Source: an optimization exercise on an open RTL-to-GDS flow (aim: a short achievable clock period and few clock cycles per item). Production flows keep margins and buffers that such runs may drop. Only simulation tests tie the RTL to the original design; equivalence was not proved.

==> flow/design.v <==
package cache_pkg;
    localparam int word_bits = 32;
    localparam int addr_bits = 30;
    localparam int offset_bits    = 2;
    localparam int index_bits     = 3;
    localparam int tag_bits       = addr_bits - index_bits - offset_bits;
    localparam int num_lines      = 1 << index_bits;
    localparam int words_per_line = 1 << offset_bits;
    localparam int line_bits      = word_bits * words_per_line;
    localparam int line_addr_bits = addr_bits - offset_bits;
    typedef union packed {
        struct packed {
            logic [tag_bits-1:0]    tag;
            logic [index_bits-1:0]  index;
            logic [offset_bits-1:0] offset;
        } parts;
        struct packed {
            logic [line_addr_bits-1:0] line_addr;
            logic [offset_bits-1:0]    offset;
        } line;
    } word_addr_u;
    typedef enum logic [1:0] {
        lookup,
        write_back,
        refill,
        done
    } ctrl_state_e;
endpackage
`timescale 1ns/100ps
module cache_top (
    input  logic                                 clk,
    input  logic                                 proc_reset,
    input  logic                                 proc_read,
    input  logic                                 proc_write,
    input  logic [cache_pkg::addr_bits-1:0]      proc_addr,
    input  logic [cache_pkg::word_bits-1:0]      proc_wdata,
    output logic                                 proc_stall,
    output logic [cache_pkg::word_bits-1:0]      proc_rdata,
    output logic                                 mem_read,
    output logic                                 mem_write,
    output logic [cache_pkg::line_addr_bits-1:0] mem_addr,
    input  logic [cache_pkg::line_bits-1:0]      mem_rdata,
    output logic [cache_pkg::line_bits-1:0]      mem_wdata,
    input  logic                                 mem_ready
);
    localparam int NL = cache_pkg::num_lines;
    localparam int TB = cache_pkg::tag_bits;
    localparam int WB = cache_pkg::word_bits;
    localparam int LB = cache_pkg::line_bits;
    logic [LB-1:0] data_mem [NL];
    logic [TB-1:0] tag_mem  [NL];
    logic [NL-1:0] valid_bits;
    logic [NL-1:0] dirty_bits;
    logic          busy;      
    logic          done;
    logic          hit_wr;    
    logic [2:0]    idx;
    logic [1:0]    off;
    logic [TB-1:0] tag;
    logic          req;
    assign idx = proc_addr[4:2];
    assign off = proc_addr[1:0];
    assign tag = proc_addr[29:5];
    assign req = proc_read || proc_write;
    logic [NL-1:0] tag_eq;
    always_comb
        for (int i = 0; i < NL; i++)
            tag_eq[i] = (tag_mem[i] == tag);
    logic hit, vd, start;
    assign hit   = valid_bits[idx] && tag_eq[idx];
    assign vd    = valid_bits[idx] && dirty_bits[idx];
    assign start = req && !busy && !done;
    logic wb;     
    logic rd;     
    logic fill;
    assign fill = rd && mem_ready;
    logic done_n, wb_n, rd_n;
    always_comb begin
        done_n = (start && hit) || fill;
        wb_n   = wb;
        rd_n   = rd;
        if (start && !hit) begin
            wb_n = vd;
            rd_n = !vd;
        end else if (wb && mem_ready) begin
            wb_n = 1'b0;
            rd_n = 1'b1;
        end else if (fill) begin
            rd_n = 1'b0;
        end
    end
    always_ff @(posedge clk or posedge proc_reset) begin
        if (proc_reset) begin
            busy   <= 1'b0;
            done   <= 1'b0;
            wb     <= 1'b0;
            rd     <= 1'b0;
            hit_wr <= 1'b0;
        end else begin
            busy   <= wb_n || rd_n;
            done   <= done_n;
            wb     <= wb_n;
            rd     <= rd_n;
            hit_wr <= start && hit && proc_write;
        end
    end
    always_ff @(posedge clk) begin
        proc_stall <= proc_reset || !done_n;
        mem_write  <= !proc_reset && wb_n;
        mem_read   <= !proc_reset && rd_n;
    end
    logic [LB-1:0] cur_line;
    assign cur_line = data_mem[idx];
    always_ff @(posedge clk) begin
        proc_rdata <= mem_ready ? mem_rdata[off*WB +: WB] : cur_line[off*WB +: WB];
        mem_wdata  <= cur_line;
        mem_addr   <= ((start && vd) || (wb && !mem_ready)) ? {tag_mem[idx], idx}
                                                                  : proc_addr[29:2];
    end
    logic word_we;
    assign word_we = done && hit_wr;
    always_ff @(posedge clk or posedge proc_reset) begin
        if (proc_reset) begin
            valid_bits <= '0;
            dirty_bits <= '0;
        end else if (fill) begin
            valid_bits[idx] <= 1'b1;
            dirty_bits[idx] <= proc_write;
        end else if (word_we) begin
            dirty_bits[idx] <= 1'b1;
        end
    end
    logic [LB-1:0] fill_line;
    always_comb begin
        fill_line = mem_rdata;
        if (proc_write)
            fill_line[off*WB +: WB] = proc_wdata;
    end
    always_ff @(posedge clk) begin
        if (fill) begin
            data_mem[idx] <= fill_line;
            tag_mem[idx]  <= tag;
        end else if (word_we) begin
            data_mem[idx][off*WB +: WB] <= proc_wdata;
        end
    end
endmodule
Settings: LEC_CHECK=0, ABC_CLOCK_PERIOD_IN_PS=2000, CAP_MARGIN=20, CORE_MARGIN=2, CORE_UTILIZATION=55, SETUP_SLACK_MARGIN=3.5, SLEW_MARGIN=20; clock period 6.0 ns.
standard.sh (not shown) runs the stock make flow with config.mk's settings and CLKGATE_MAP_FILE= SYNTH_SCRIPT=/design/flow/synth_recipe.tcl, a recipe that flattens the netlist after the stock synthesis.
==> flow/flow/run.sh <==
#!/bin/bash
set -uo pipefail
bash standard.sh MATCH_CELL_FOOTPRINT=0 \
  "BUFFER_PORTS_ARGS=-buffer_cell sky130_fd_sc_hd__buf_4" \
  "DONT_USE_CELLS=sky130_fd_sc_hd__probe_p_8 sky130_fd_sc_hd__probec_p_8 sky130_fd_sc_hd__lpflow_bleeder_1 sky130_fd_sc_hd__lpflow_clkbufkapwr_1 sky130_fd_sc_hd__lpflow_clkbufkapwr_16 sky130_fd_sc_hd__lpflow_clkbufkapwr_2 sky130_fd_sc_hd__lpflow_clkbufkapwr_4 sky130_fd_sc_hd__lpflow_clkbufkapwr_8 sky130_fd_sc_hd__lpflow_clkinvkapwr_1 sky130_fd_sc_hd__lpflow_clkinvkapwr_16 sky130_fd_sc_hd__lpflow_clkinvkapwr_2 sky130_fd_sc_hd__lpflow_clkinvkapwr_4 sky130_fd_sc_hd__lpflow_clkinvkapwr_8 sky130_fd_sc_hd__lpflow_decapkapwr_12 sky130_fd_sc_hd__lpflow_decapkapwr_3 sky130_fd_sc_hd__lpflow_decapkapwr_4 sky130_fd_sc_hd__lpflow_decapkapwr_6 sky130_fd_sc_hd__lpflow_decapkapwr_8 sky130_fd_sc_hd__lpflow_inputiso0n_1 sky130_fd_sc_hd__lpflow_inputiso0p_1 sky130_fd_sc_hd__lpflow_inputiso1n_1 sky130_fd_sc_hd__lpflow_inputiso1p_1 sky130_fd_sc_hd__lpflow_inputisolatch_1 sky130_fd_sc_hd__lpflow_isobufsrc_1 sky130_fd_sc_hd__lpflow_isobufsrc_16 sky130_fd_sc_hd__lpflow_isobufsrc_2 sky130_fd_sc_hd__lpflow_isobufsrc_4 sky130_fd_sc_hd__lpflow_isobufsrc_8 sky130_fd_sc_hd__lpflow_isobufsrckapwr_16 sky130_fd_sc_hd__lpflow_lsbuf_lh_hl_isowell_tap_1 sky130_fd_sc_hd__lpflow_lsbuf_lh_hl_isowell_tap_2 sky130_fd_sc_hd__lpflow_lsbuf_lh_hl_isowell_tap_4 sky130_fd_sc_hd__lpflow_lsbuf_lh_isowell_4 sky130_fd_sc_hd__lpflow_lsbuf_lh_isowell_tap_1 sky130_fd_sc_hd__lpflow_lsbuf_lh_isowell_tap_2 sky130_fd_sc_hd__lpflow_lsbuf_lh_isowell_tap_4  sky130_fd_sc_hd__mux4_1 sky130_fd_sc_hd__mux4_2 sky130_fd_sc_hd__mux4_4" \
  finish > flow_make.log 2>&1
rc=$?
cp -r orfs/logs flow_logs 2>/dev/null
exit $rc
The first run completed without violations.
Testbench counts at the start, summed over its fixed seeds: cycles 49,844, requests 12,000.
Next try:
==> flow/flow/run.sh (replaced) <==
#!/bin/bash
set -uo pipefail
bash standard.sh MATCH_CELL_FOOTPRINT=0 "BUFFER_PORTS_ARGS=-buffer_cell sky130_fd_sc_hd__buf_4" finish > flow_make.log 2>&1
rc=$?
cp -r orfs/logs flow_logs 2>/dev/null
exit $rc
--- a/flow/config.mk
+++ b/flow/config.mk
@@ -10,3 +10,3 @@
 export CORE_MARGIN = 2
-export CORE_UTILIZATION = 55
+export CORE_UTILIZATION = 40
 export SETUP_SLACK_MARGIN = 3.5
First-iteration DRC count went down by a little under a tenth.
Non-clock buffer count went up by 33.
Wire length went up slightly.
Setup slack loses 0.049 ns.

port drivers added, routing unchanged:
How much do the figures lean on ideal ports? The routed layouts below were timed once more, with nothing changed but the port constraints. Step 1, drivers: a clkbuf_16 drives clk and a buf_2 each remaining input, both assumed. Step 2 adds t to the input delays and takes it off the output delays; t is the mean of the earliest and latest rising clock arrival at the registers after step 1. Input paths then give back, and output paths get back, about the clock's delay inside the block. a / b / c = no drivers / after step 1 / after step 2; a / b = the first two.
| run | t, ns | setup WS [ns] | worst slew at a driven data input, ns |
|---|---|---|---|
| the first run | 0.841 | 3.294 / 3.144 / 2.303 | 0.30 |
| the second run | 0.873 | 3.245 / 3.004 / 2.131 | 0.38 |
After both steps setup and hold are still met in every run listed. For the second run, which loses most, drivers alone change the setup slack by -0.241 ns; drivers and shift together by -1.114 ns.
